What follows belongs to an exercise in optimizing a design on an open flow for small area, a short achievable clock period and few clock cycles per item; a production flow would make more cautious choices.
In this exercise RTL edits were held to simulation tests only and were not proved equivalent to the original.
Power and IR drop assume default switching activity.

<file path="run.sh">
#!/bin/bash
# synth_recipe.tcl (not shown) runs the flow's synth.tcl, then flattens the netlist and writes it again
# the make line also repeats each setting of config.mk as NAME=value (left out here)
make -C /OpenROAD-flow-scripts/flow DESIGN_CONFIG=/design/flow/config.mk WORK_HOME=/design/flow/orfs CLKGATE_MAP_FILE= SYNTH_SCRIPT=/design/flow/synth_recipe.tcl finish
</file>
<file path="constraint.sdc">
create_clock -name core_clock -period 12.0 [get_ports {clk_i}]
set_input_delay 2.4000 -clock core_clock [delete_from_list [all_inputs] [get_ports {clk_i}]]
set_output_delay 2.4000 -clock core_clock [all_outputs]
set_load 0.01 [all_outputs]
</file>
<file path="config.mk">
export PLATFORM = sky130hd
export DESIGN_NAME = sorted_deadline_queue
export DESIGN_NICKNAME = sorted_deadline_queue
export VERILOG_FILES = /design/flow/design.v
export SDC_FILE = /design/flow/constraint.sdc
export NUM_CORES = 4
export LEC_CHECK = 0
export CAP_MARGIN = 20
export CORE_MARGIN = 2
export CORE_UTILIZATION = 40
export PLACE_DENSITY = 0.5
export SETUP_SLACK_MARGIN = 5
export SLEW_MARGIN = 20
</file>
<file path="design.v">
`default_nettype none
package sdq_pkg;
  localparam int unsigned TickW = 32;
  typedef enum logic [1:0] {
    OP_REQUEST = 2'd0,
    OP_QUERY   = 2'd1,
    OP_POP     = 2'd2,
    OP_IDLE    = 2'd3
  } opcode_e;
endpackage
`default_nettype wire
`default_nettype none
module sdq_tick_calc (
  input  logic [3:0]  r_i,       
  input  logic [11:0] d_i,       
  output logic [11:0] q_o,       
  output logic [3:0]  r_o        
);
  function automatic logic [7:0] nib_div10(input logic [7:0] v);
    case (v)
      8'd0: nib_div10 = {4'd0, 4'd0};
      8'd1: nib_div10 = {4'd0, 4'd1};
      8'd2: nib_div10 = {4'd0, 4'd2};
      8'd3: nib_div10 = {4'd0, 4'd3};
      8'd4: nib_div10 = {4'd0, 4'd4};
      8'd5: nib_div10 = {4'd0, 4'd5};
      8'd6: nib_div10 = {4'd0, 4'd6};
      8'd7: nib_div10 = {4'd0, 4'd7};
      8'd8: nib_div10 = {4'd0, 4'd8};
      8'd9: nib_div10 = {4'd0, 4'd9};
      8'd10: nib_div10 = {4'd1, 4'd0};
      8'd11: nib_div10 = {4'd1, 4'd1};
      8'd12: nib_div10 = {4'd1, 4'd2};
      8'd13: nib_div10 = {4'd1, 4'd3};
      8'd14: nib_div10 = {4'd1, 4'd4};
      8'd15: nib_div10 = {4'd1, 4'd5};
      8'd16: nib_div10 = {4'd1, 4'd6};
      8'd17: nib_div10 = {4'd1, 4'd7};
      8'd18: nib_div10 = {4'd1, 4'd8};
      8'd19: nib_div10 = {4'd1, 4'd9};
      8'd20: nib_div10 = {4'd2, 4'd0};
      8'd21: nib_div10 = {4'd2, 4'd1};
      8'd22: nib_div10 = {4'd2, 4'd2};
      8'd23: nib_div10 = {4'd2, 4'd3};
      8'd24: nib_div10 = {4'd2, 4'd4};
      8'd25: nib_div10 = {4'd2, 4'd5};
      8'd26: nib_div10 = {4'd2, 4'd6};
      8'd27: nib_div10 = {4'd2, 4'd7};
      8'd28: nib_div10 = {4'd2, 4'd8};
      8'd29: nib_div10 = {4'd2, 4'd9};
      8'd30: nib_div10 = {4'd3, 4'd0};
      8'd31: nib_div10 = {4'd3, 4'd1};
      8'd32: nib_div10 = {4'd3, 4'd2};
      8'd33: nib_div10 = {4'd3, 4'd3};
      8'd34: nib_div10 = {4'd3, 4'd4};
      8'd35: nib_div10 = {4'd3, 4'd5};
      8'd36: nib_div10 = {4'd3, 4'd6};
      8'd37: nib_div10 = {4'd3, 4'd7};
      8'd38: nib_div10 = {4'd3, 4'd8};
      8'd39: nib_div10 = {4'd3, 4'd9};
      8'd40: nib_div10 = {4'd4, 4'd0};
      8'd41: nib_div10 = {4'd4, 4'd1};
      8'd42: nib_div10 = {4'd4, 4'd2};
      8'd43: nib_div10 = {4'd4, 4'd3};
      8'd44: nib_div10 = {4'd4, 4'd4};
      8'd45: nib_div10 = {4'd4, 4'd5};
      8'd46: nib_div10 = {4'd4, 4'd6};
      8'd47: nib_div10 = {4'd4, 4'd7};
      8'd48: nib_div10 = {4'd4, 4'd8};
      8'd49: nib_div10 = {4'd4, 4'd9};
      8'd50: nib_div10 = {4'd5, 4'd0};
      8'd51: nib_div10 = {4'd5, 4'd1};
      8'd52: nib_div10 = {4'd5, 4'd2};
      8'd53: nib_div10 = {4'd5, 4'd3};
      8'd54: nib_div10 = {4'd5, 4'd4};
      8'd55: nib_div10 = {4'd5, 4'd5};
      8'd56: nib_div10 = {4'd5, 4'd6};
      8'd57: nib_div10 = {4'd5, 4'd7};
      8'd58: nib_div10 = {4'd5, 4'd8};
      8'd59: nib_div10 = {4'd5, 4'd9};
      8'd60: nib_div10 = {4'd6, 4'd0};
      8'd61: nib_div10 = {4'd6, 4'd1};
      8'd62: nib_div10 = {4'd6, 4'd2};
      8'd63: nib_div10 = {4'd6, 4'd3};
      8'd64: nib_div10 = {4'd6, 4'd4};
      8'd65: nib_div10 = {4'd6, 4'd5};
      8'd66: nib_div10 = {4'd6, 4'd6};
      8'd67: nib_div10 = {4'd6, 4'd7};
      8'd68: nib_div10 = {4'd6, 4'd8};
      8'd69: nib_div10 = {4'd6, 4'd9};
      8'd70: nib_div10 = {4'd7, 4'd0};
      8'd71: nib_div10 = {4'd7, 4'd1};
      8'd72: nib_div10 = {4'd7, 4'd2};
      8'd73: nib_div10 = {4'd7, 4'd3};
      8'd74: nib_div10 = {4'd7, 4'd4};
      8'd75: nib_div10 = {4'd7, 4'd5};
      8'd76: nib_div10 = {4'd7, 4'd6};
      8'd77: nib_div10 = {4'd7, 4'd7};
      8'd78: nib_div10 = {4'd7, 4'd8};
      8'd79: nib_div10 = {4'd7, 4'd9};
      8'd80: nib_div10 = {4'd8, 4'd0};
      8'd81: nib_div10 = {4'd8, 4'd1};
      8'd82: nib_div10 = {4'd8, 4'd2};
      8'd83: nib_div10 = {4'd8, 4'd3};
      8'd84: nib_div10 = {4'd8, 4'd4};
      8'd85: nib_div10 = {4'd8, 4'd5};
      8'd86: nib_div10 = {4'd8, 4'd6};
      8'd87: nib_div10 = {4'd8, 4'd7};
      8'd88: nib_div10 = {4'd8, 4'd8};
      8'd89: nib_div10 = {4'd8, 4'd9};
      8'd90: nib_div10 = {4'd9, 4'd0};
      8'd91: nib_div10 = {4'd9, 4'd1};
      8'd92: nib_div10 = {4'd9, 4'd2};
      8'd93: nib_div10 = {4'd9, 4'd3};
      8'd94: nib_div10 = {4'd9, 4'd4};
      8'd95: nib_div10 = {4'd9, 4'd5};
      8'd96: nib_div10 = {4'd9, 4'd6};
      8'd97: nib_div10 = {4'd9, 4'd7};
      8'd98: nib_div10 = {4'd9, 4'd8};
      8'd99: nib_div10 = {4'd9, 4'd9};
      8'd100: nib_div10 = {4'd10, 4'd0};
      8'd101: nib_div10 = {4'd10, 4'd1};
      8'd102: nib_div10 = {4'd10, 4'd2};
      8'd103: nib_div10 = {4'd10, 4'd3};
      8'd104: nib_div10 = {4'd10, 4'd4};
      8'd105: nib_div10 = {4'd10, 4'd5};
      8'd106: nib_div10 = {4'd10, 4'd6};
      8'd107: nib_div10 = {4'd10, 4'd7};
      8'd108: nib_div10 = {4'd10, 4'd8};
      8'd109: nib_div10 = {4'd10, 4'd9};
      8'd110: nib_div10 = {4'd11, 4'd0};
      8'd111: nib_div10 = {4'd11, 4'd1};
      8'd112: nib_div10 = {4'd11, 4'd2};
      8'd113: nib_div10 = {4'd11, 4'd3};
      8'd114: nib_div10 = {4'd11, 4'd4};
      8'd115: nib_div10 = {4'd11, 4'd5};
      8'd116: nib_div10 = {4'd11, 4'd6};
      8'd117: nib_div10 = {4'd11, 4'd7};
      8'd118: nib_div10 = {4'd11, 4'd8};
      8'd119: nib_div10 = {4'd11, 4'd9};
      8'd120: nib_div10 = {4'd12, 4'd0};
      8'd121: nib_div10 = {4'd12, 4'd1};
      8'd122: nib_div10 = {4'd12, 4'd2};
      8'd123: nib_div10 = {4'd12, 4'd3};
      8'd124: nib_div10 = {4'd12, 4'd4};
      8'd125: nib_div10 = {4'd12, 4'd5};
      8'd126: nib_div10 = {4'd12, 4'd6};
      8'd127: nib_div10 = {4'd12, 4'd7};
      8'd128: nib_div10 = {4'd12, 4'd8};
      8'd129: nib_div10 = {4'd12, 4'd9};
      8'd130: nib_div10 = {4'd13, 4'd0};
      8'd131: nib_div10 = {4'd13, 4'd1};
      8'd132: nib_div10 = {4'd13, 4'd2};
      8'd133: nib_div10 = {4'd13, 4'd3};
      8'd134: nib_div10 = {4'd13, 4'd4};
      8'd135: nib_div10 = {4'd13, 4'd5};
      8'd136: nib_div10 = {4'd13, 4'd6};
      8'd137: nib_div10 = {4'd13, 4'd7};
      8'd138: nib_div10 = {4'd13, 4'd8};
      8'd139: nib_div10 = {4'd13, 4'd9};
      8'd140: nib_div10 = {4'd14, 4'd0};
      8'd141: nib_div10 = {4'd14, 4'd1};
      8'd142: nib_div10 = {4'd14, 4'd2};
      8'd143: nib_div10 = {4'd14, 4'd3};
      8'd144: nib_div10 = {4'd14, 4'd4};
      8'd145: nib_div10 = {4'd14, 4'd5};
      8'd146: nib_div10 = {4'd14, 4'd6};
      8'd147: nib_div10 = {4'd14, 4'd7};
      8'd148: nib_div10 = {4'd14, 4'd8};
      8'd149: nib_div10 = {4'd14, 4'd9};
      8'd150: nib_div10 = {4'd15, 4'd0};
      8'd151: nib_div10 = {4'd15, 4'd1};
      8'd152: nib_div10 = {4'd15, 4'd2};
      8'd153: nib_div10 = {4'd15, 4'd3};
      8'd154: nib_div10 = {4'd15, 4'd4};
      8'd155: nib_div10 = {4'd15, 4'd5};
      8'd156: nib_div10 = {4'd15, 4'd6};
      8'd157: nib_div10 = {4'd15, 4'd7};
      8'd158: nib_div10 = {4'd15, 4'd8};
      8'd159: nib_div10 = {4'd15, 4'd9};
      default: nib_div10 = 8'd0;
    endcase
  endfunction
  logic [7:0] s2, s1, s0;
  always_comb begin
    s2  = nib_div10({r_i,     d_i[11:8]});
    s1  = nib_div10({s2[3:0], d_i[7:4]});
    s0  = nib_div10({s1[3:0], d_i[3:0]});
    q_o = {s2[7:4], s1[7:4], s0[7:4]};
    r_o = s0[3:0];
  end
endmodule
`default_nettype wire
`default_nettype none
module sorted_deadline_queue #(
  parameter int unsigned DEPTH          = 16,
  parameter int unsigned TICK_PERIOD_MS = 10
) (
  input  logic                       clk_i,
  input  logic                       rst_ni,
  input  logic                       cfg_we_i,
  input  logic [31:0]                cfg_wdata_i,
  input  logic                       in_valid_i,
  output logic                       in_ready_o,
  input  logic [1:0]                 opcode_i,
  input  logic [31:0]                now_tick_i,
  input  logic [31:0]                delay_ms_i,
  output logic                       out_valid_o,
  input  logic                       out_ready_i,
  output logic [31:0]                wait_ticks_o,
  output logic signed [31:0]         last_span_o,
  output logic [4:0]                 entry_count_o,
  output logic                       inserted_o,
  output logic                       overflow_o
);
  localparam int unsigned N = 16;
  function automatic logic [N-1:0] cinc(input logic [N-1:0] f, input logic [N-1:0] mge);
    logic [N-1:0] fm, pa, pb, r;
    fm    = f & mge;
    pa[0] = fm[0];
    pb[0] = f[0];
    for (int i = 1; i < N; i++) begin
      pa[i] = pa[i-1] | fm[i];
      pb[i] = pb[i-1] | f[i];
    end
    for (int i = 0; i < N; i++) begin
      r[i] = mge[i] ? pa[i] : (pa[N-1] | pb[i]);
    end
    cinc = r;
  endfunction
  function automatic logic [1:0] mcmp(input logic [31:0] a, input logic [31:0] b);
    logic [31:0] l0, g0;
    logic [15:0] l1, g1;
    logic [7:0]  l2, g2;
    logic [3:0]  l3, g3;
    logic [1:0]  l4, g4;
    logic        l5, g5;
    for (int i = 0; i < 31; i++) begin
      l0[i] = ~a[i] & b[i];
      g0[i] = a[i] & ~b[i];
    end
    l0[31] = 1'b0;
    g0[31] = 1'b0;
    for (int i = 0; i < 16; i++) begin
      l1[i] = l0[2*i+1] | (~g0[2*i+1] & l0[2*i]);
      g1[i] = g0[2*i+1] | (~l0[2*i+1] & g0[2*i]);
    end
    for (int i = 0; i < 8; i++) begin
      l2[i] = l1[2*i+1] | (~g1[2*i+1] & l1[2*i]);
      g2[i] = g1[2*i+1] | (~l1[2*i+1] & g1[2*i]);
    end
    for (int i = 0; i < 4; i++) begin
      l3[i] = l2[2*i+1] | (~g2[2*i+1] & l2[2*i]);
      g3[i] = g2[2*i+1] | (~l2[2*i+1] & g2[2*i]);
    end
    for (int i = 0; i < 2; i++) begin
      l4[i] = l3[2*i+1] | (~g3[2*i+1] & l3[2*i]);
      g4[i] = g3[2*i+1] | (~l3[2*i+1] & g3[2*i]);
    end
    l5 = l4[1] | (~g4[1] & l4[0]);
    g5 = g4[1] | (~l4[1] & g4[0]);
    mcmp = {a[31] ^ b[31] ^ l5, ~(a[31] ^ b[31]) & ~l5 & ~g5};
  endfunction
  function automatic logic [N-1:0] rot1(input logic [N-1:0] x);
    rot1 = {x[N-2:0], x[N-1]};
  endfunction
  logic              stall;       
  logic              adv;         
  logic              m_v, k_v;
  logic [1:0]        m_op, k_op;
  logic [31:0]       m_now, k_now;
  logic [32:0]       m_d, k_d, in_d;
  logic              m_big, k_big, in_big;
  logic [1:0]        m_ph;
  logic [3:0]        m_rr;
  logic              m_it, m_rdy, m_free;
  logic [3:0]        cr_i, cr_o, fr_o;
  logic [11:0]       cd_i, cq_o, fq_o;
  logic [31:0]       calc_next;
  logic              vd;
  logic [1:0]        opd;
  logic [31:0]       nowd, qd;
  logic              v1;
  logic [1:0]        op1;
  logic [31:0]       now1, x1;
  logic              ve;
  logic [1:0]        ope;
  logic [31:0]       xe;
  logic [N-1:0][31:0] ent;
  logic [N-1:0]      fa, fb, fe;  
  logic [N-1:0]      hd, tl, vld, mge;
  logic              v2;
  logic [1:0]        op2;
  logic [31:0]       now2;
  logic              ins2, ovf2, pw2, pr2;
  logic              v3;
  logic [31:0]       val3;
  logic              isq3, isp3, ins3, ovf3;
  logic [4:0]        cnt3;
  logic [31:0]       empty_wait_q;
  assign stall = v3 && !out_ready_i;
  always_ff @(posedge clk_i or negedge rst_ni) begin
    if (!rst_ni) begin
      empty_wait_q <= 32'd100;
    end else if (cfg_we_i) begin
      empty_wait_q <= cfg_wdata_i;
    end
  end
  assign in_ready_o = !k_v;
  assign in_d       = {1'b0, delay_ms_i} + 33'd9;
  assign in_big     = |in_d[32:12];
  assign m_rdy      = !m_it;
  assign m_free     = !m_v || (adv && m_rdy);
  always_ff @(posedge clk_i or negedge rst_ni) begin
    if (!rst_ni) begin
      m_v <= 1'b0;
      k_v <= 1'b0;
    end else if (m_free) begin
      m_v <= k_v || in_valid_i;
      k_v <= 1'b0;
    end else if (in_valid_i) begin
      k_v <= 1'b1;
    end
  end
  always_ff @(posedge clk_i) begin
    if (m_free) begin
      if (k_v) begin
        m_op  <= k_op;
        m_now <= k_now;
        m_d   <= k_d;
        m_big <= k_big;
      end else begin
        m_op  <= opcode_i;
        m_now <= now_tick_i;
        m_d   <= in_d;
        m_big <= in_big;
      end
    end else if (m_it) begin
      if (m_ph == 2'd0) begin
        m_d[31:24] <= cq_o[7:0];
      end else begin
        m_d[23:12] <= cq_o;
      end
    end
  end
  always_ff @(posedge clk_i) begin
    if (!m_free && !k_v) begin
      k_op  <= opcode_i;
      k_now <= now_tick_i;
      k_d   <= in_d;
      k_big <= in_big;
    end
  end
  logic [1:0] m_ph_d;
  logic       m_it_d;
  logic       nx_v, nx_big;
  logic [1:0] nx_op;
  always_comb begin
    if (m_free) begin
      m_ph_d = 2'd0;
      nx_v   = k_v || in_valid_i;
      nx_op  = k_v ? k_op : opcode_i;
      nx_big = k_v ? k_big : in_big;
    end else begin
      m_ph_d = m_it ? (m_ph + 2'd1) : m_ph;
      nx_v   = m_v;
      nx_op  = m_op;
      nx_big = m_big;
    end
    m_it_d = nx_v && (nx_op == sdq_pkg::OP_REQUEST)
          && ((m_ph_d == 2'd1) || ((m_ph_d == 2'd0) && nx_big));
  end
  always_ff @(posedge clk_i or negedge rst_ni) begin
    if (!rst_ni) begin
      m_ph <= 2'd0;
      m_it <= 1'b0;
    end else begin
      m_ph <= m_ph_d;
      m_it <= m_it_d;
    end
  end
  always_ff @(posedge clk_i) begin
    if (m_free) begin
      m_rr <= 4'd0;
    end else if (m_it) begin
      m_rr <= cr_o;
    end
  end
  always_comb begin
    if (m_ph == 2'd0) begin
      cr_i = 4'd0;
      cd_i = {3'd0, m_d[32:24]};
    end else begin
      cr_i = m_rr;
      cd_i = m_d[23:12];
    end
  end
  sdq_tick_calc u_tick_top (
    .r_i (cr_i),
    .d_i (cd_i),
    .q_o (cq_o),
    .r_o (cr_o)
  );
  sdq_tick_calc u_tick_low (
    .r_i (m_rr),
    .d_i (m_d[11:0]),
    .q_o (fq_o),
    .r_o (fr_o)
  );
  always_ff @(posedge clk_i or negedge rst_ni) begin
    if (!rst_ni) begin
      vd <= 1'b0;
    end else if (adv) begin
      vd <= m_v && m_rdy;
    end
  end
  always_ff @(posedge clk_i) begin
    if (adv) begin
      opd  <= m_op;
      nowd <= m_now;
      qd   <= {m_d[31:12], fq_o};
    end
  end
  assign calc_next = nowd + qd;
  always_ff @(posedge clk_i or negedge rst_ni) begin
    if (!rst_ni) begin
      v1 <= 1'b0;
    end else if (adv) begin
      v1 <= vd;
    end
  end
  always_ff @(posedge clk_i) begin
    if (adv) begin
      op1  <= opd;
      now1 <= nowd;
      x1   <= (opd == sdq_pkg::OP_REQUEST) ? calc_next : nowd;
    end
  end
  logic         full;
  logic         is_req, is_pop, exec;
  logic [N-1:0] vx, stop, g, stop_i, lead, vx_i, stop_p, first_stop, fnl;
  logic         any_stop, any_lead, any_fnl, fallback, dup, ins, ovf;
  logic [N-1:0] take_next, take_left, take_hold;
  logic [N-1:0] hd_d, tl_d, vld_d, mge_d;
  logic         was_empty, ran_empty, step;
  always_comb begin
    full = &vld;
    is_req = (ope == sdq_pkg::OP_REQUEST);
    is_pop = (ope == sdq_pkg::OP_POP);
    exec   = ve && !stall;
    vx     = vld & fa;
    stop   = vld & ~fa & ~fb;
    g      = vld & fa;
    stop_i = cinc(stop, mge);
    lead   = ~cinc(~g, mge);
    vx_i   = cinc(vx, mge);
    stop_p     = rot1(stop_i) & ~hd;
    first_stop = stop & ~stop_p;
    any_stop   = |stop;
    fnl        = ~lead & (rot1(lead) | hd);
    any_fnl    = |fnl;
    any_lead   = |lead;
    fallback = |(vx & ~lead & ~stop_i);
    dup      = |(first_stop & fe);
    ins      = is_req && !fallback && !dup && (!full || any_lead);
    ovf      = is_req && !fallback && !dup && full && !any_lead;
    step     = is_req && fallback;
    take_next = {N{exec && ins}} & (any_stop ? first_stop : tl);
    take_left = ({N{exec && ins}} & rot1(vld & stop_i))
              | ({N{exec && step}} & rot1(~vx_i) & ~hd);
    take_hold = ~take_next & ~take_left;
    was_empty = !(|vld);
    ran_empty = !was_empty && !(|(vld & ~lead));
  end
  always_comb begin
    if (step) begin
      hd_d  = rot1(hd);
      tl_d  = tl;
      vld_d = vld & ~hd;
    end else if (is_req || is_pop) begin
      hd_d  = any_fnl ? fnl : hd;
      tl_d  = ins ? rot1(tl) : tl;
      vld_d = (vld & ~lead) | ({N{ins}} & tl);
    end else begin
      hd_d  = hd;
      tl_d  = tl;
      vld_d = vld;
    end
    mge_d[0] = hd_d[0];
    for (int j = 1; j < N; j++) begin
      mge_d[j] = mge_d[j-1] | hd_d[j];
    end
  end
  assign adv = !stall && !(ve && step);
  always_ff @(posedge clk_i or negedge rst_ni) begin
    if (!rst_ni) begin
      hd   <= {{(N-1){1'b0}}, 1'b1};
      tl   <= {{(N-1){1'b0}}, 1'b1};
      vld  <= '0;
      mge  <= '1;
      ve   <= 1'b0;
    end else begin
      if (adv) begin
        ve <= v1;
      end
      if (exec) begin
        hd  <= hd_d;
        tl  <= tl_d;
        vld <= vld_d;
        mge <= mge_d;
      end
    end
  end
  always_ff @(posedge clk_i) begin
    if (adv) begin
      ope  <= op1;
      xe   <= x1;
    end
  end
  logic [N-1:0][31:0] ent_d;
  always_comb begin
    for (int j = 0; j < N; j++) begin
      ent_d[j] = ({32{take_next[j]}} & xe)
               | ({32{take_left[j] & ~take_next[j]}} & ent[(j + N - 1) % N])
               | ({32{take_hold[j]}} & ent[j]);
    end
  end
  always_ff @(posedge clk_i) begin
    ent <= ent_d;
  end
  logic [31:0]  cmp_now, cmp_x;
  logic [N-1:0] ca, cb, ce;
  logic         xa, xb, xq;
  logic         c_pop;
  always_comb begin
    c_pop   = (op1 == sdq_pkg::OP_POP);
    cmp_now = now1;
    cmp_x   = x1;
    for (int j = 0; j < N; j++) begin
      logic [1:0] ra, rb;
      ra    = mcmp(ent[j], cmp_now);
      rb    = mcmp(ent[j], cmp_x);
      ca[j] = ra[1] | (c_pop & ra[0]);
      cb[j] = rb[1];
      ce[j] = rb[0];
    end
    begin
      logic [1:0] ra, rb;
      ra = mcmp(xe, cmp_now);
      rb = mcmp(xe, cmp_x);
      xa = ra[1] | (c_pop & ra[0]);
      xb = rb[1];
      xq = rb[0];
    end
  end
  always_ff @(posedge clk_i) begin
    if (!stall) begin
      if (ve && step) begin
        fa <= (rot1(fa) & take_left) | (fa & take_hold);
        fb <= (rot1(fb) & take_left) | (fb & take_hold);
        fe <= (rot1(fe) & take_left) | (fe & take_hold);
      end else begin
        fa <= ({N{xa}} & take_next) | (rot1(ca) & take_left & ~take_next) | (ca & take_hold);
        fb <= ({N{xb}} & take_next) | (rot1(cb) & take_left & ~take_next) | (cb & take_hold);
        fe <= ({N{xq}} & take_next) | (rot1(ce) & take_left & ~take_next) | (ce & take_hold);
      end
    end
  end
  always_ff @(posedge clk_i or negedge rst_ni) begin
    if (!rst_ni) begin
      v2 <= 1'b0;
    end else if (!stall) begin
      v2 <= exec && !step;
    end
  end
  always_ff @(posedge clk_i) begin
    if (!stall) begin
      op2  <= ope;
      now2 <= xe;
      ins2 <= ins;
      ovf2 <= ovf;
      pw2  <= was_empty;
      pr2  <= is_pop && ran_empty;
    end
  end
  logic [N-1:0] rd_sel;
  logic [31:0]  rd_ent, rd_diff, val_d;
  logic [4:0]   n_now;
  always_comb begin
    rd_sel  = pr2 ? {hd[0], hd[N-1:1]} : hd;
    rd_ent  = '0;
    for (int j = 0; j < N; j++) begin
      rd_ent = rd_ent | ({32{rd_sel[j]}} & ent[j]);
    end
    rd_diff = rd_ent - now2;
    n_now   = '0;
    for (int j = 0; j < N; j++) begin
      n_now = n_now + {4'd0, vld[j]};
    end
    if (op2 == sdq_pkg::OP_QUERY) begin
      val_d = (n_now == 5'd0) ? empty_wait_q : (rd_diff[31] ? 32'd0 : rd_diff);
    end else begin
      val_d = pw2 ? empty_wait_q : rd_diff;
    end
  end
  always_ff @(posedge clk_i or negedge rst_ni) begin
    if (!rst_ni) begin
      v3 <= 1'b0;
    end else if (!stall) begin
      v3 <= v2;
    end
  end
  always_ff @(posedge clk_i) begin
    if (!stall) begin
      val3 <= val_d;
      isq3 <= (op2 == sdq_pkg::OP_QUERY);
      isp3 <= (op2 == sdq_pkg::OP_POP);
      ins3 <= ins2;
      ovf3 <= ovf2;
      cnt3 <= n_now;
    end
  end
  assign out_valid_o   = v3;
  assign wait_ticks_o  = isq3 ? val3 : 32'd0;
  assign last_span_o   = isp3 ? signed'(val3) : 32'sd0;
  assign entry_count_o = cnt3;
  assign inserted_o    = ins3;
  assign overflow_o    = ovf3;
endmodule
`default_nettype wire
</file>
==> qor.csv, run 1 <==
stage,metric,value,unit
outcome,status,no timing/DRC/antenna violations,
placed_design,port_buffers,175,
job,maxCapViolCount,0,
placed_design,hpwlAfterDp,288,mm
critical_path,rr_startpoint,pr2,
global_routing,grt_pass1_vias,74300,
final_layout,stdcell_area,89300,sq um
critical_path,crit_fanout,29,
placed_design,place_area,84200,sq um
detailed_routing,post-route-drc-count,0,
synthesis,yosys.area.top_type,edfxtp_1,
floorplan,dieArea,204000,sq um
synthesis,synthTopCellsByArea,"edfxtp_1, dfxtp_1, maj3_1",
clocking,cts_root_buf,clkbuf_16,
synthesis,synth_cell_types,105,
sta,finalCriticalPeriod,7050,ps
critical_path,path_cells,"buf_4, mux2_2, buf_4, a22o_1, a221oi_1, nand4_1, ha_1, nor2b_1, o21ai_0, nand2b_1, or3_1, a221o_1, a21oi_1, and3b_1, mux2i_2, a21oi_1, nor2_2, buf_4, o21ai_0",
clocking,ctsLongestPathBuffers,3,
synthesis,synthCells,10100,
sta,fmax,142,MHz
final_layout,largest-register,ent,
clocking,clk_pin_slew_worst_paths,70,ps
min_path,holdPathEnd,ovf3,
critical_path,critPathKind,register to register,
sta,finClkSkew,33.8,ps
detailed_routing,wl_per_cell,31.3,microns
detailed_routing,viasPerCell,6.36,
critical_path,timing.rr.end,val3[23],
critical_path,crit_slowest_cell,mux2_2,
clocking,cts_buffers,138,
critical_path,crit_path_end_kind,register,
floorplan,ios,176,
critical_path,critPathLaunchType,register,
final_layout,final_layout_size_suffix_gt1_frac,0.0697,
synthesis,synth-seq-area-share,0.322,
detailed_routing,drtIter0Drc,10600,
final_layout,largest_reg_flops,512,
power,power_density,367,nW/um^2
placed_design,gp_congestion,1.08,
critical_path,cp.buffers_inverters,3,
critical_path,required,12670,ps
min_path,min_from,ovf2,
floorplan,rows,164,
synthesis,yosysWarnings,2,
final_layout,num-nets-final,10100,
detailed_routing,dr.pass1.iters,10,
critical_path,rr_worst_depth,19,
synthesis,synthFlopType,dfxtp_1,
global_routing,gr-total-overflow,0,
synthesis,yosysTopAreaCellShare,0.159,
power,leakage,32.2,nW
floorplan,core_area,199000,sq um
final_layout,num-fill-cells,19700,
synthesis,syn_avg_cell_area,7.90,sq um
critical_path,reg2reg_slack,4950,ps
critical_path,crit_top_cell,buf_4,
clocking,cts_tree,built,
critical_path,crit_path_max_incr_delay,720,ps
synthesis,synth.most_common_cell,o21ai_0,
global_routing,grt_start_max_net_pins,108,
floorplan,initial_utilization,0.402,
critical_path,arrival,7720,ps
min_path,hold_path_class,register to register,
sta,slew_headroom,0.124,
final_layout,syn_to_final_growth,11.6,%
clocking,cts_hold_buffers,0,
sta,fin_setup_tns,0,ps
clocking,htreeDepth,4,
clocking,clkLatencyLatePin,850,ps
sta,setup_violations,0,
sta,rsz0062_at_grt,yes,
floorplan,die_x,451,microns
global_routing,antenna_found_initial,26,
global_routing,track_usage,0.376,
clocking,clock_sinks,1048,
floorplan,die_h,451,microns
detailed_routing,routed_wirelength,396,mm
sta,hold_violations,0,
synthesis,syn_nets,10400,
synthesis,synth_area,80000,sq um
power,irDropWorstVdd,0.000373,V
global_routing,grt_pass1_wl,554,mm
sta,finalMaxSlewViolations,0,
sta,finalCritPeriodShare,0.588,
synthesis,synthTopCellsByCount,"o21ai_0, a21oi_1, nand2_1, nor2_1, maj3_1",
detailed_routing,antenna_left,0,
sta,tightest_slew,1300,ps
synthesis,synth_edf_count,424,
critical_path,cp_top_family,compound AO/OA/AOI/OAI gates,
detailed_routing,vias,80600,
synthesis,synth-async-reset-ratio,0.100,
synthesis,ys_ff_latch,1048,
min_path,hold_depth,0,
-- where the power goes --
group	internal [mW]	total [mW]	switching [mW]
sequential	5.64	7.95	2.30
clock	2.66	4.50	1.84
combinational	6.51	20.3	13.8
-- cell families after synthesis --
logic type,Yosys count,synth area share
compound gates,3483,0.259
xor+xnor,126,0.0138
mux,429,0.0566
flops,1048,0.322
simple gates,2895,0.168
fa+ha+maj,927,0.121
buf+inv,1215,0.0590
-- layout by cell type, fill, tap and decap left out, drive strengths merged, types with 56 or more instances in the layout --
cell type / n
a21oi: 1157
mux2i: 307
maj3: 790
a221oi: 143
and2: 108
o21ai: 1235
edfxtp: 424
ha: 125
clkdlybuf4s50: 173
dfxtp: 519
inv: 466
nor2b: 213
xnor2: 79
nand2: 1069
a22o: 139
buf: 205
nand3: 109
a31oi: 59
dfrtp: 85
nor3: 78
a22oi: 129
mux2: 115
a211oi: 71
nand4: 64
nand2b: 245
nor2: 809
a21o: 60
o21a: 56
o22ai: 141
clkbuf: 195
-- layer usage --
layer  wire length (microns)  track usage
met1                  156000        0.475
met2                  172000        0.577
met3                   39400       0.0899
met4                   28600        0.232
met5                     157            0
-- per-stage QoR --
step | utilization | std cells | hold slack (ps) | power, mW | worst slack (ps)
finish | 0.448 | 12700 | 403 | 32.8 | 4950
global placement | 0.422 | 12400 | 402 | 27.0 | 4050
CTS | 0.447 | 12700 | 402 | 31.9 | 5010
global route | 0.448 | 12700 | 417 | 34.1 | 4920
floorplan | - | 10100 | 400 | 19.0 | 4210
detailed placement | 0.423 | 12400 | 405 | 27.3 | 4020
-- how the worst max path moves through the flow --
| stage | from | to | cells past startpoint | slack [ps] |
|---|---|---|---|---|
| global placement | vld[11] | k_now[27] | 18 | 4050 |
| floorplan | out_ready_i | now1[0] | 4 | 4210 |
| CTS | vld[7] | k_now[22] | 18 | 5010 |
| detailed placement | vld[11] | k_now[30] | 18 | 4020 |
| finish | pr2 | val3[23] | 19 | 4950 |
| global route | pr2 | val3[22] | 21 | 4920 |
-- worst register-to-register path, cell delays in order, from the launching register on --
cell and delay [ps]:
edfxtp_1 320, buf_4 350, mux2_2 730, buf_4 510, a22o_1 340, a221oi_1 300, nand4_1 640, ha_1 630
nor2b_1 160, o21ai_0 150, nand2b_1 130, or3_1 390, a221o_1 360, a21oi_1 340, and3b_1 410, mux2i_2 200
a21oi_1 340, nor2_2 70, buf_4 250, o21ai_0 270
-- area by class of cell --
class	count	area, sq um	share of cell area
multi-input cells	7860	50100	0.562
well taps	2656	3320	0.0372
clock buffers	195	4020	0.0450
repair buffers	378	3400	0.0380
flip-flops and latches	1048	25800	0.289
clock inverters	60	825	0.00924
diodes	7	17.5	0.000196
inverters	469	1770	0.0198
-- repair_timing --
item                                    in CTS  in global routing
pin swaps                                    1                  4
endpoints found under the setup margin     346                 97
resized for setup                           11                 14
setup buffers                                2                  3
Testbench counts, summed over its fixed seeds: cycles 4,920, items 4,812.
==> run 2, diff against run 1 <==
--- a/config.mk
+++ b/config.mk
@@ -9,4 +9,4 @@
 export CORE_MARGIN = 2
-export CORE_UTILIZATION = 40
-export PLACE_DENSITY = 0.5
+export CORE_UTILIZATION = 50
+export PLACE_DENSITY = 0.62
 export SETUP_SLACK_MARGIN = 5
==> qor.csv, run 2 <==
stage,metric,value,unit
outcome,status,no timing/DRC/antenna violations,
global_routing,gr-total-overflow,0,
detailed_routing,wl_per_cell,30.8,microns
detailed_routing,post-route-drc-count,0,
critical_path,crit_path_end_kind,register,
critical_path,cp_top_family,simple AND/OR/NAND/NOR gates,
floorplan,die_x,404,microns
sta,tightest_slew,1330,ps
detailed_routing,antenna_left,0,
global_routing,track_usage,0.440,
sta,fmax,146,MHz
detailed_routing,routed_wirelength,373,mm
power,irDropWorstVdd,0.000268,V
placed_design,gp_congestion,1.13,
synthesis,synth-seq-area-share,0.322,
final_layout,syn_to_final_growth,10.3,%
clocking,cts_tree,built,
sta,hold_violations,0,
detailed_routing,drtIter0Drc,12100,
synthesis,yosys.area.top_type,edfxtp_1,
synthesis,synthFlopType,dfxtp_1,
detailed_routing,vias,82500,
sta,fin_setup_tns,0,ps
critical_path,critPathKind,register to register,
sta,setup_violations,0,
critical_path,crit_top_cell,buf_4,
synthesis,synth_area,80000,sq um
placed_design,port_buffers,175,
final_layout,final_util,0.557,
floorplan,dieArea,163000,sq um
critical_path,critPathLaunchType,register,
final_layout,largest_reg_flops,512,
global_routing,grt_pass1_wl,524,mm
critical_path,crit_slowest_cell,buf_4,
critical_path,arrival,7420,ps
sta,rsz0062_at_grt,no,
power,leakage,32.1,nW
job,maxCapViolCount,0,
synthesis,synth-async-reset-ratio,0.100,
synthesis,synthTopCellsByArea,"edfxtp_1, dfxtp_1, maj3_1",
clocking,cts_hold_buffers,0,
final_layout,largest-register,ent,
final_layout,num-fill-cells,14700,
clocking,ctsLongestPathBuffers,3,
synthesis,synth_cell_types,105,
floorplan,initial_utilization,0.505,
synthesis,syn_nets,10400,
clocking,cts_root_buf,clkbuf_16,
detailed_routing,dr.pass1.iters,9,
critical_path,cp.buffers_inverters,3,
critical_path,crit_fanout,63,
global_routing,grt_pass1_vias,74700,
global_routing,antenna_found_initial,13,
placed_design,place_area,83400,sq um
synthesis,yosysTopAreaCellShare,0.159,
floorplan,ios,176,
final_layout,final_cell_mix,"o21ai_0, a21oi_1, nand2_1, nor2_1, maj3_1",
clocking,clk_pin_slew_worst_paths,60,ps
final_layout,final_layout_size_suffix_gt1_frac,0.0696,
clocking,clkLatencyLatePin,820,ps
synthesis,synthTopCellsByCount,"o21ai_0, a21oi_1, nand2_1, nor2_1, maj3_1",
final_layout,layout_commonest_cell,o21ai_0,
clocking,clock_sinks,1048,
synthesis,synthCells,10100,
sta,finalMaxSlewViolations,0,
min_path,hold_path_class,register to register,
sta,whs,417,ps
global_routing,grt_start_max_net_pins,80,
final_layout,num-nets-final,10100,
power,power_density,365,nW/um^2
synthesis,synth.most_common_cell,o21ai_0,
sta,finalCritPeriodShare,0.572,
clocking,htreeDepth,4,
synthesis,ys_ff_latch,1048,
sta,finalCriticalPeriod,6860,ps
floorplan,die_h,404,microns
synthesis,syn_avg_cell_area,7.90,sq um
floorplan,rows,146,
placed_design,hpwlAfterDp,267,mm
clocking,cts_buffers,132,
critical_path,required,12560,ps
final_layout,stdcell_area,88300,sq um
floorplan,core_area,159000,sq um
synthesis,synth_edf_count,424,
detailed_routing,viasPerCell,6.82,
critical_path,path_cells,"nand2_1, a2111oi_4, nand3_4, o31ai_2, nor3_1, or3_1, or4_1, buf_4, or3_1, buf_4, nor3_4, buf_4, a21oi_1, a31oi_1, a21oi_1",
sta,finClkSkew,26.0,ps
synthesis,yosysWarnings,2,
critical_path,crit_path_max_incr_delay,790,ps
sta,slew_headroom,0.114,
==> run 2: changes by cell type in the layout (fill, tap and decap cells not counted), moves of 4 or more <==
cell       previous run  this run
buf_4               192       202
clkinv_1             11        18
clkbuf_16           145       139
clkinv_8              5         1
buf_8                 2         6
inv_6                 2         8
nor4_2                5         1
clkbuf_1             30        23
diode_2               7        14
nor4_1               25        29
==> run 2: stage by stage <==
stage | std cells | setup slack, ps | total power, mW
6_report | 12100 | 5140 | 32.3
3_3_place_gp | 11800 | 4640 | 26.3
2_1_floorplan | 10100 | 4210 | 19.0
5_1_grt | 12100 | 5070 | 33.4
4_1_cts | 12100 | 5030 | 31.0
3_5_place_dp | 11800 | 4700 | 26.7
==> run 2: repair_timing <==
| action | 4_1_cts | 5_1_grt |
|---|---|---|
| setup buffers | 0 | 4 |
| pin swaps | 1 | 4 |
| endpoints found under the setup margin | 78 | 295 |
| resized for setup | 3 | 20 |
| cloned | 0 | 2 |
==> run 2: layout make-up <==
class	count	area [sq um]	area share
inverter	469	1770	0.0201
sequential	1048	25800	0.292
antenna	14	35.0	0.000397
clock buffer	180	3810	0.0432
clock inverter	63	763	0.00864
timing repair buffer	391	3450	0.0391
tap	2072	2590	0.0294
multi-input combinational	7862	50100	0.567
==> run 2: path summary, 6_finish.rpt <==
kind / from / to / slack (ps) / cells after the start
setup reg to reg: fa[11] / fb[1] / 5140 / 15
max in group asynchronous: rst_ni / empty_wait_q[28] / 8690 / 3
hold / removal: m_now[25] / nowd[25] / 420 / 0
setup / recovery: fa[11] / fb[1] / 5140 / 15
min in group asynchronous: rst_ni / empty_wait_q[7] / 1500 / 1
hold reg to reg: m_now[25] / nowd[25] / 420 / 0
==> run 2: cells by family after synthesis <==
family,count (synthesis),synth area share
AOI/OAI and AO/OA,3483,0.259
and+or+nand+nor,2895,0.168
buffers and inverters,1215,0.0590
DFF,1048,0.322
adders and majority gates,927,0.121
muxes,429,0.0566
xor gates and xnor gates,126,0.0138
==> run 2: metal layers <==
metal | vias up | routed length, microns | track usage
li1 | 36300 | - | -
met2 | 5602 | 156000 | 0.651
met4 | 6 | 33600 | 0.326
met1 | 39200 | 136000 | 0.535
met3 | 1400 | 47900 | 0.143
met5 | - | 40 | 0.000297
==> run 2: worst register-to-register path, cell delays in order, from the launching register on <==
cell and delay (ps):
edfxtp_1 530, nand2_1 310, a2111oi_4 640, nand3_4 310, o31ai_2 680, nor3_1 210
or3_1 430, or4_1 530, buf_4 240, or3_1 400, buf_4 310, nor3_4 600
buf_4 800, a21oi_1 330, a31oi_1 210, a21oi_1 90
==> run 2: power breakdown <==
group / internal (mW) / total, mW / switching (mW)
registers: 5.65 / 7.97 / 2.32
clock network: 2.54 / 4.29 / 1.75
logic: 6.51 / 20.0 / 13.5

## what the ideal ports hide
How much do the figures lean on ideal ports? The routed layouts below were timed once more, with nothing changed but the port constraints. Step 1 sets driving cells, clkbuf_16 on the clock port and buf_2 on the other inputs (assumed; they add their load-dependent delay and slew). Step 2, shift: input delay + t, output delay - t, t = (earliest + latest rising clock arrival at the registers) / 2. This alone moves slack from input paths to output paths. Slacks: no drivers / after step 1 / after step 2; pairs: no drivers / after step 1.
run | t (ns) | setup WS [ns] | worst data-port slew with drivers (ns)
run 1 | 0.920 | 4.946 / 4.946 / 4.791 | 0.07
run 2 | 0.892 | 5.141 / 5.141 / 4.972 | 0.06
After both steps every run listed still meets setup and hold. The setup slack of run 2, which loses most, moves by 0.000 ns with the drivers and by -0.169 ns with both steps.
